Context: an optimization exercise on an open-source flow, tuned for small area, a short achievable clock period and few clock cycles per item. The choices shown serve that exercise and are no tape-out recipe.
In this exercise RTL edits were held to simulation tests only and were not proved equivalent to the original.

==> flow/config.mk <==
export PLATFORM = sky130hd
export DESIGN_NAME = averaged_force_plate_motion_step_top
export DESIGN_NICKNAME = averaged_force_plate_motion_step_top
export VERILOG_FILES = /design/flow/design.v
export SDC_FILE = /design/flow/constraint.sdc
export NUM_CORES = 4
export LEC_CHECK = 0
export CAP_MARGIN = 20
export CORE_MARGIN = 2
export CORE_UTILIZATION = 40
export SLEW_MARGIN = 20
==> flow/run.sh <==
#!/bin/bash
# synth_recipe.tcl (not shown) runs the flow's synth.tcl, then flattens the netlist and writes it again
# the make line also repeats each setting of config.mk as NAME=value (left out here)
make -C /OpenROAD-flow-scripts/flow DESIGN_CONFIG=/design/flow/config.mk WORK_HOME=/design/flow/orfs CLKGATE_MAP_FILE= SYNTH_SCRIPT=/design/flow/synth_recipe.tcl finish
==> flow/constraint.sdc <==
create_clock -name core_clock -period 15.0 [get_ports {clock}]
set_input_delay 3.0000 -clock core_clock [delete_from_list [all_inputs] [get_ports {clock}]]
set_output_delay 3.0000 -clock core_clock [all_outputs]
set_load 0.01 [all_outputs]
==> flow/design.v <==
module afpms_div (
   input  logic               clock,
   input  logic               reset,
   input  logic               start,
   input  logic signed [63:0] dividend,
   input  logic signed [63:0] divisor,
   output logic               done,
   output logic signed [63:0] quotient
);
   logic        busy_ff, busy_in;
   logic        done_ff, done_in;
   logic [5:0]  cnt_ff, cnt_in;
   logic        neg_ff, neg_in;
   logic [64:0] rem_ff, rem_in;
   logic [63:0] quo_ff, quo_in;
   logic [63:0] dvs_ff, dvs_in;
   logic [64:0] trial;
   always_comb begin
      busy_in = busy_ff;
      done_in = 1'b0;
      cnt_in  = cnt_ff;
      neg_in  = neg_ff;
      rem_in  = rem_ff;
      quo_in  = quo_ff;
      dvs_in  = dvs_ff;
      trial   = {rem_ff[63:0], quo_ff[63]};
      if (start) begin
         busy_in = 1'b1;
         cnt_in  = '0;
         rem_in  = '0;
         neg_in  = dividend[63] ^ divisor[63];
         quo_in  = dividend[63] ? 64'(-dividend) : 64'(dividend);
         dvs_in  = divisor[63] ? 64'(-divisor) : 64'(divisor);
      end else if (busy_ff) begin
         if (trial >= {1'b0, dvs_ff}) begin
            rem_in = trial - {1'b0, dvs_ff};
            quo_in = {quo_ff[62:0], 1'b1};
         end else begin
            rem_in = trial;
            quo_in = {quo_ff[62:0], 1'b0};
         end
         cnt_in = cnt_ff + 6'd1;
         if (cnt_ff == 6'd63) begin
            busy_in = 1'b0;
            done_in = 1'b1;
         end
      end
   end
   always_ff @(posedge clock) begin
      if (reset) begin
         busy_ff <= 1'b0;
         done_ff <= 1'b0;
         cnt_ff  <= '0;
      end else begin
         busy_ff <= busy_in;
         done_ff <= done_in;
         cnt_ff  <= cnt_in;
      end
      neg_ff <= neg_in;
      rem_ff <= rem_in;
      quo_ff <= quo_in;
      dvs_ff <= dvs_in;
   end
   assign done     = done_ff;
   assign quotient = neg_ff ? -$signed(quo_ff) : $signed(quo_ff);
endmodule
module averaged_force_plate_motion_step_top #(
   parameter int unsigned WINDOW_LEN = 8
) (
   input  logic        clock,
   input  logic        reset,
   input  logic               req_valid,
   output logic               req_ready,
   input  logic signed [31:0] req_force_sample,
   input  logic [30:0]        req_sim_time,
   input  logic [30:0]        req_step_size,
   output logic               rsp_valid,
   input  logic               rsp_ready,
   output logic signed [31:0] rsp_average_force,
   output logic signed [31:0] rsp_position,
   output logic signed [31:0] rsp_velocity,
   output logic signed [31:0] rsp_acceleration,
   output logic               rsp_step_error,
   input  logic        csr_psel,
   input  logic        csr_penable,
   input  logic        csr_pwrite,
   input  logic [4:0]  csr_paddr,
   input  logic [31:0] csr_pwdata,
   output logic [31:0] csr_prdata,
   output logic        csr_pready
);
   localparam int unsigned DATA_W = 32;
   localparam int unsigned TIME_W = 31;
   localparam logic [2:0] REG_MASS      = 3'd0;
   localparam logic [2:0] REG_DAMPING   = 3'd1;
   localparam logic [2:0] REG_STIFFNESS = 3'd2;
   localparam logic [2:0] REG_FORCE_T0  = 3'd3;
   localparam logic [2:0] REG_CONST_MODE = 3'd4;
   localparam logic [2:0] REG_PLATE_ACC = 3'd5;
   localparam logic [2:0] REG_IMPACT_T  = 3'd6;
   localparam logic signed [31:0] MASS_RESET = 32'sd65536;
   localparam logic signed [63:0] SAT_HI = 64'sd2147483647;
   localparam logic signed [63:0] SAT_LO = -64'sd2147483648;
   localparam logic signed [63:0] Q_LIM  = 64'sd70368744177664;
   localparam logic [3:0] ST_IDLE = 4'd0;
   localparam logic [3:0] ST_MUL_HH = 4'd1;
   localparam logic [3:0] ST_MUL_HD = 4'd2;
   localparam logic [3:0] ST_HB = 4'd3;
   localparam logic [3:0] ST_DIV_AVG = 4'd4;
   localparam logic [3:0] ST_MUL_HK = 4'd5;
   localparam logic [3:0] ST_C1 = 4'd6;
   localparam logic [3:0] ST_MUL_C1 = 4'd7;
   localparam logic [3:0] ST_MUL_C2 = 4'd8;
   localparam logic [3:0] ST_NUM = 4'd9;
   localparam logic [3:0] ST_DIV_NEXT = 4'd10;
   localparam logic [3:0] ST_DIV_VEL = 4'd11;
   localparam logic [3:0] ST_DIV_Q = 4'd12;
   localparam logic [3:0] ST_DIV_ACC = 4'd13;
   localparam logic [3:0] ST_MUL_VT = 4'd14;
   localparam logic [3:0] ST_OUT = 4'd15;
   function automatic logic signed [31:0] sat32(input logic signed [63:0] v);
      logic signed [31:0] r;
      if (v > SAT_HI) r = 32'sh7fffffff;
      else if (v < SAT_LO) r = 32'sh80000000;
      else r = v[31:0];
      sat32 = r;
   endfunction
   function automatic logic signed [63:0] half_tz(input logic signed [63:0] v);
      logic signed [63:0] t;
      t = v + {63'd0, v[63]};
      half_tz = t >>> 1;
   endfunction
   localparam int unsigned SUM_W = 33 + $clog2(WINDOW_LEN);
   logic signed [31:0] mass_ff, damp_ff, stiff_ff, pacc_ff;
   logic [30:0]        fst_ff, impact_ff;
   logic               mode_ff;
   logic [2:0]         csr_idx;
   logic [WINDOW_LEN-1:0][31:0] win_ff;
   logic signed [SUM_W-1:0] sum_ff, sum_in;
   logic signed [31:0]      prior_ff, prior_in, pres_ff, pres_in;
   logic [3:0]         state_ff, state_in;
   logic [30:0]        h_ff, h_in, t_ff, t_in;
   logic signed [31:0] avg_ff, avg_in, h2_ff, h2_in, c1_ff, c1_in, c2_ff, c2_in;
   logic signed [31:0] next_ff, next_in, vel_ff, vel_in, accel_ff, accel_in;
   logic signed [63:0] hb_ff, hb_in, den_ff, den_in, accum_ff, accum_in;
   logic               err_ff, err_in;
   logic signed [65:0] prod_ff, prod_in;
   logic signed [32:0] mul_a, mul_b;
   logic signed [65:0] prod_rnd;
   logic signed [63:0] mq;
   logic               div_start, div_done;
   logic signed [63:0] div_num, div_den, div_q;
   logic               req_beat, rsp_beat;
   logic signed [31:0] drive, sat_q;
   logic signed [63:0] h_s, tau_s, qc, diff;
   assign req_beat = req_valid && req_ready;
   assign rsp_beat = rsp_valid && rsp_ready;
   assign csr_idx  = csr_paddr[4:2];
   assign csr_pready = 1'b1;
   always_ff @(posedge clock) begin
      if (reset) begin
         mass_ff   <= MASS_RESET;
         damp_ff   <= '0;
         stiff_ff  <= '0;
         fst_ff    <= '0;
         mode_ff   <= 1'b0;
         pacc_ff   <= '0;
         impact_ff <= '0;
      end else if (csr_psel && csr_penable && csr_pwrite) begin
         case (csr_idx)
            REG_MASS:       mass_ff   <= csr_pwdata;
            REG_DAMPING:    damp_ff   <= csr_pwdata;
            REG_STIFFNESS:  stiff_ff  <= csr_pwdata;
            REG_FORCE_T0:   fst_ff    <= csr_pwdata[30:0];
            REG_CONST_MODE: mode_ff   <= csr_pwdata[0];
            REG_PLATE_ACC:  pacc_ff   <= csr_pwdata;
            REG_IMPACT_T:   impact_ff <= csr_pwdata[30:0];
            default: ;
         endcase
      end
   end
   always_comb begin
      case (csr_idx)
         REG_MASS:       csr_prdata = mass_ff;
         REG_DAMPING:    csr_prdata = damp_ff;
         REG_STIFFNESS:  csr_prdata = stiff_ff;
         REG_FORCE_T0:   csr_prdata = {1'b0, fst_ff};
         REG_CONST_MODE: csr_prdata = {31'd0, mode_ff};
         REG_PLATE_ACC:  csr_prdata = pacc_ff;
         REG_IMPACT_T:   csr_prdata = {1'b0, impact_ff};
         default:        csr_prdata = '0;
      endcase
   end
   afpms_div u_div (
      .clock    (clock),
      .reset    (reset),
      .start    (div_start),
      .dividend (div_num),
      .divisor  (div_den),
      .done     (div_done),
      .quotient (div_q)
   );
   assign prod_rnd = prod_ff[65] ? prod_ff + 66'sd65535 : prod_ff;
   assign mq       = 64'(prod_rnd >>> 16);
   assign prod_in  = mul_a * mul_b;
   assign h_s   = $signed({33'd0, h_ff});
   assign tau_s = $signed({33'd0, t_ff - impact_ff});
   assign drive = (t_ff < fst_ff) ? 32'sd0 : avg_ff;
   assign sat_q = sat32(div_q);
   always_comb begin
      state_in  = state_ff;
      sum_in    = sum_ff;
      prior_in  = prior_ff;
      pres_in   = pres_ff;
      h_in      = h_ff;
      t_in      = t_ff;
      avg_in    = avg_ff;
      h2_in     = h2_ff;
      c1_in     = c1_ff;
      c2_in     = c2_ff;
      next_in   = next_ff;
      vel_in    = vel_ff;
      accel_in  = accel_ff;
      hb_in     = hb_ff;
      den_in    = den_ff;
      accum_in  = accum_ff;
      err_in    = err_ff;
      mul_a     = '0;
      mul_b     = '0;
      div_start = 1'b0;
      div_num   = '0;
      div_den   = h_s;
      qc        = '0;
      diff      = '0;
      case (state_ff)
         ST_IDLE: begin
            if (req_beat) begin
               h_in     = req_step_size;
               t_in     = req_sim_time;
               sum_in   = sum_ff + SUM_W'(req_force_sample) - SUM_W'($signed(win_ff[0]));
               state_in = ST_MUL_HH;
            end
         end
         ST_MUL_HH: begin
            mul_a    = $signed({2'b00, h_ff});
            mul_b    = $signed({2'b00, h_ff});
            state_in = ST_MUL_HD;
         end
         ST_MUL_HD: begin
            h2_in    = sat32(mq);
            mul_a    = $signed({2'b00, h_ff});
            mul_b    = 33'(damp_ff);
            state_in = ST_HB;
         end
         ST_HB: begin
            hb_in     = half_tz(mq);
            den_in    = 64'(mass_ff) + half_tz(mq);
            err_in    = (h_ff == '0) || (64'(mass_ff) + half_tz(mq) == 64'sd0);
            div_start = 1'b1;
            div_num   = 64'(sum_ff);
            div_den   = 64'(WINDOW_LEN);
            state_in  = ST_DIV_AVG;
         end
         ST_DIV_AVG: begin
            if (div_done) begin
               avg_in = div_q[31:0];
               if (err_ff) begin
                  vel_in   = '0;
                  accel_in = '0;
                  state_in = ST_OUT;
               end else begin
                  state_in = ST_MUL_HK;
               end
            end
         end
         ST_MUL_HK: begin
            mul_a    = 33'(h2_ff);
            mul_b    = 33'(stiff_ff);
            state_in = ST_C1;
         end
         ST_C1: begin
            c1_in    = sat32((64'(mass_ff) <<< 1) - mq);
            c2_in    = sat32(64'(mass_ff) - hb_ff);
            mul_a    = 33'(h2_ff);
            mul_b    = 33'(drive);
            state_in = ST_MUL_C1;
         end
         ST_MUL_C1: begin
            accum_in = mq;
            mul_a    = 33'(c1_ff);
            mul_b    = 33'(pres_ff);
            state_in = ST_MUL_C2;
         end
         ST_MUL_C2: begin
            accum_in = accum_ff + mq;
            mul_a    = 33'(c2_ff);
            mul_b    = 33'(prior_ff);
            state_in = ST_NUM;
         end
         ST_NUM: begin
            div_start = 1'b1;
            div_num   = 64'(sat32(accum_ff - mq)) <<< 16;
            div_den   = den_ff;
            state_in  = ST_DIV_NEXT;
         end
         ST_DIV_NEXT: begin
            if (div_done) begin
               next_in   = sat_q;
               div_start = 1'b1;
               div_num   = (64'(sat_q) - 64'(prior_ff)) <<< 15;
               state_in  = ST_DIV_VEL;
            end
         end
         ST_DIV_VEL: begin
            if (div_done) begin
               vel_in    = sat_q;
               diff      = 64'(next_ff) - (64'(pres_ff) <<< 1) + 64'(prior_ff);
               div_start = 1'b1;
               div_num   = diff <<< 16;
               state_in  = ST_DIV_Q;
            end
         end
         ST_DIV_Q: begin
            if (div_done) begin
               if (div_q > Q_LIM) qc = Q_LIM;
               else if (div_q < -Q_LIM) qc = -Q_LIM;
               else qc = div_q;
               div_start = 1'b1;
               div_num   = qc <<< 16;
               state_in  = ST_DIV_ACC;
            end
         end
         ST_DIV_ACC: begin
            if (div_done) begin
               accel_in = sat_q;
               prior_in = pres_ff;
               pres_in  = next_ff;
               accum_in = '0;
               state_in = ST_OUT;
               if (mode_ff) begin
                  if (t_ff < impact_ff) begin
                     accel_in = '0;
                     vel_in   = '0;
                     pres_in  = '0;
                  end else begin
                     accel_in = pacc_ff;
                     mul_a    = 33'(pacc_ff);
                     mul_b    = 33'(tau_s);
                     state_in = ST_MUL_VT;
                  end
               end
            end
         end
         ST_MUL_VT: begin
            vel_in   = sat32(mq);
            mul_a    = 33'(sat32(mq));
            mul_b    = 33'(tau_s);
            state_in = ST_OUT;
            err_in   = 1'b0;
            accum_in = 64'sd1;
         end
         ST_OUT: begin
            if (accum_ff == 64'sd1 && !err_ff && mode_ff) begin
               pres_in  = sat32(half_tz(mq));
               accum_in = '0;
            end else if (rsp_beat) begin
               state_in = ST_IDLE;
            end
         end
         default: state_in = ST_IDLE;
      endcase
   end
   always_ff @(posedge clock) begin
      if (reset) begin
         state_ff <= ST_IDLE;
         sum_ff   <= '0;
         prior_ff <= '0;
         pres_ff  <= '0;
         accum_ff <= '0;
         err_ff   <= 1'b0;
         win_ff   <= '0;
      end else begin
         state_ff <= state_in;
         sum_ff   <= sum_in;
         prior_ff <= prior_in;
         pres_ff  <= pres_in;
         accum_ff <= accum_in;
         err_ff   <= err_in;
         if (req_beat) begin
            for (int i = 0; i < WINDOW_LEN - 1; i++) win_ff[i] <= win_ff[i + 1];
            win_ff[WINDOW_LEN - 1] <= req_force_sample;
         end
      end
      h_ff     <= h_in;
      t_ff     <= t_in;
      avg_ff   <= avg_in;
      h2_ff    <= h2_in;
      c1_ff    <= c1_in;
      c2_ff    <= c2_in;
      next_ff  <= next_in;
      vel_ff   <= vel_in;
      accel_ff <= accel_in;
      hb_ff    <= hb_in;
      den_ff   <= den_in;
      prod_ff  <= prod_in;
   end
   assign req_ready         = (state_ff == ST_IDLE);
   assign rsp_valid         = (state_ff == ST_OUT) && !(accum_ff == 64'sd1 && !err_ff && mode_ff);
   assign rsp_average_force = avg_ff;
   assign rsp_position      = pres_ff;
   assign rsp_velocity      = vel_ff;
   assign rsp_acceleration  = accel_ff;
   assign rsp_step_error    = err_ff;
endmodule
==> metrics.yaml <==
worst_setup_path:
  crit_top_cell: "a21o_1"
  cp-start-kind: "flop"
  criticalPathCategory: "reg -> reg"
  end_kind: "flop"
  cp_max_fo: 14
  slowest_delay_ns: 0.86
  cp.required_ns: 15.69
  cp.arrival_ns: 15.31
  slowest_stage: "a21oi_1"
route:
  wl_per_cell_um: 25.88
  vias_per_cell: 5.782
  first_pass_iters: 9
  drtIter0Drc: 13031
  wl_mm: 494.1
  vias: 110374
  drc: 0
  ant_nets: 0
timing:
  hold_violations: 0
  finalCritPeriodShare: 0.9744
  timing.final.ws_setup_ns: 0.3839
  timing.fmax_mhz: 68.42
  final_max_slew_viol_count: 0
  worst_slew_pin_slew_ns: 1.361
  setup_viol: 0
  rsz0062_at_grt: "no"
  min_period_ns: 14.62
  tns_ns: 0
  slew_headroom: 0.09297
  fin_worst_skew_ns: 0.1084
global_route:
  globalRouteTotalUtil: 0.3131
  grt_max_degree: 232
  first_global_vias: 103190
  grt_pass1_wl_mm: 714.9
  grt_overflow_total: 0
  antenna_found_initial: 46
placed_design:
  gp_congestion: 1.041
  hpwl_mm: 393.9
  place_ws_ns: 0.05926
  io_buffers: 298
layout:
  drive_above_1_share: 0.07131
  synthToLayoutAreaGrowth_pct: 12.82
  final_nets: 17026
  postLayoutCoreUtil: 0.4542
floorplan:
  die_h_um: 556.5
  coreArea_mm2: 0.3033
  dieArea_mm2: 0.3097
  io-pin-count: 302
  start_util: 0.4026
  num_rows: 202
  die_w_um: 556.5
cts:
  clock_sinks: 1270
  cts-root-buf: "clkbuf_16"
  post_cts_buffers: 0
  clock_latency_ns: 0.89
  clockBufferDepth: 4
  cts_tree: "built"
  cts_buffers: 156
  htreeDepth: 4
  cts.clk_slew.worst_paths_ns: 0.06
yosys:
  synth_cells: 14669
  yosysTopAreaCellShare: 0.1964
  synth_edf_count: 516
  ys_seq_area_frac: 0.2505
  yosysUniqueCellTypes: 113
  yosys_warnings: 2
  netlist.top_cell.by_area: "fa_1"
  ys_ff_latch: 1270
  synthFlopType: "dfxtp_1"
  syn_area_mm2: 0.1221
  synth_common_cells: "2,169 x nand2_1, 1,948 x inv_1, 1,213 x a21oi_1"
  async_flop_share: 0
  syn_avg_cell_area_um2: 8.323
  synth.area.top_cells: "fa_1 20%, edfxtp_1 13%, dfxtp_1 12%"
  yosysMostFrequentCell: "nand2_1"
flow_run:
  max-cap-violations: 0
outcome:
  status: "no timing/DRC/antenna violations"
min_path:
  worstHoldPathType: "reg -> reg"
[per-stage QoR]
stage / hold WS, ns / cell area, µm² / cells
global route: 0.4310 / 137700 / 19069
floorplan: 0.4319 / 122100 / 14681
CTS: 0.3969 / 137600 / 19066
finish: 0.3831 / 137700 / 19089
global placement: 0.4364 / 132300 / 18789
detailed placement: 0.4421 / 132300 / 18790
[cell type report]
type	count	area [µm²]
Antenna cell	21	52.55
Timing Repair Buffer	871	7543
Multi-Input combinational cell	10713	81900
Inverter	1960	7372
Clock buffer	199	4493
Clock inverter	77	805.8
Sequential cell	1270	30600
Tap cell	3978	4977
Fill cell	29983	165500
[path summary, 6_finish.rpt]
path	start	end	slack (ns)	cells after the start
worst min-delay path	win_ff[55]	win_ff[23]	0.38	2
worst min register to register	win_ff[55]	win_ff[23]	0.38	2
worst max-delay path	t_ff[1]	prod_ff[60]	0.38	57
worst max register to register	t_ff[1]	prod_ff[60]	0.38	57
[registers in the layout, summed over array words and instances (netlist names), 32 cells and up]
name and flops:
c1_ff 32, accel_ff 32, mass_ff 32, sum_ff 36, prod_ff 66, avg_ff 32, damp_ff 32, u_div.rem_ff 64
pacc_ff 32, u_div.quo_ff 64, win_ff 256, h2_ff 32, accum_ff 64, vel_ff 32, c2_ff 32, next_ff 32
pres_ff 32, stiff_ff 32, hb_ff 50, u_div.dvs_ff 64, den_ff 51, prior_ff 32
[worst max-delay path, delay by kind of cell, from the launching register on]
family | cells | cell delay (ns)
xor+xnor | 1 | 0.14
compound gates | 28 | 6.48
buf+inv | 11 | 1.24
simple gates | 7 | 1.43
flops | 1 | 0.45
fa+ha+maj | 10 | 4.66
[placed cells by master (no fill, tap or decap), drive strengths merged, types with 31 or more instances in the layout]
cell type,n
nor2b,97
ha,718
o21bai,107
o21a,81
fa,1198
a31oi,133
a211oi,74
a221oi,108
xnor2,459
dfxtp,754
nand4,98
a22oi,153
xor2,227
nand3,207
or4,51
and3,90
nor3,262
clkdlybuf4s50,297
edfxtp,516
o31ai,72
o221ai,42
clkinv,56
a21oi,1214
nand2,2169
and2,55
or3,97
nor4,98
nand2b,167
or2,58
a21o,255
inv,1957
o21ai,605
o22ai,31
buf,574
o211ai,106
mux2i,33
clkbuf,199
nor2,1196
[routing by layer]
metal / up-vias / global-route usage / share of wire
li1: 49635 / - / -
met1: 54045 / 0.4191 / 0.41
met2: 5511 / 0.4529 / 0.41
met3: 1159 / 0.07119 / 0.10
met4: 24 / 0.2017 / 0.077
met5: - / 0 / 0.00033
[what timing repair did]
item	4_1_cts	5_1_grt
pin swaps	0	0
resized for setup	2	16
gates cloned	0	0
hold buffers	0	0
setup endpoints to repair	3	14
[cell families (layout without fill, tap and decap cells)]
group                    after synthesis  after routing  share of synthesized area
AO/OA/AOI/OAI                       3296           3296                     0.1698
XOR/XNOR                             686            686                    0.04927
adder cells (fa/ha/maj)             1919           1919                     0.2703
buffers and inverters               2698           3107                    0.08321
flip-flops                          1270           1270                     0.2505
multiplexers                          38             38                   0.003197
other                                  2             35                 0.00006151
AND/OR/NAND/NOR                     4760           4760                     0.1736
Testbench counts, summed over its fixed seeds: cycles 514,966, items 1,536.

==> afterwards: timing with drivers on the ports <==
The results above use ideal ports. As a check the final layout listed here was re-extracted and re-timed, cells and wires unchanged.
Step 1 (the two cells are an assumption about what drives the block):
set clk [get_ports {clock}]
set_driving_cell -lib_cell sky130_fd_sc_hd__clkbuf_16 $clk
set_driving_cell -lib_cell sky130_fd_sc_hd__buf_2 [delete_from_list [all_inputs] $clk]
Step 2, shift: input delay + t, output delay - t, t = (earliest + latest rising clock arrival at the registers) / 2. This alone moves slack from input paths to output paths.
a / b / c = no drivers / after step 1 / after step 2; a / b = the first two.
t, ns: 0.956
setup WS [ns]: 0.384 / 0.384 / 0.384
worst setup path after step 2: register to register
worst register clock-pin slew, ns: 0.09 / 0.09
worst slew at a driven data input, ns: 0.10
After both steps setup and hold are still met in this run. The setup slack of this run moves by 0.000 ns with the drivers and by 0.000 ns with both steps.
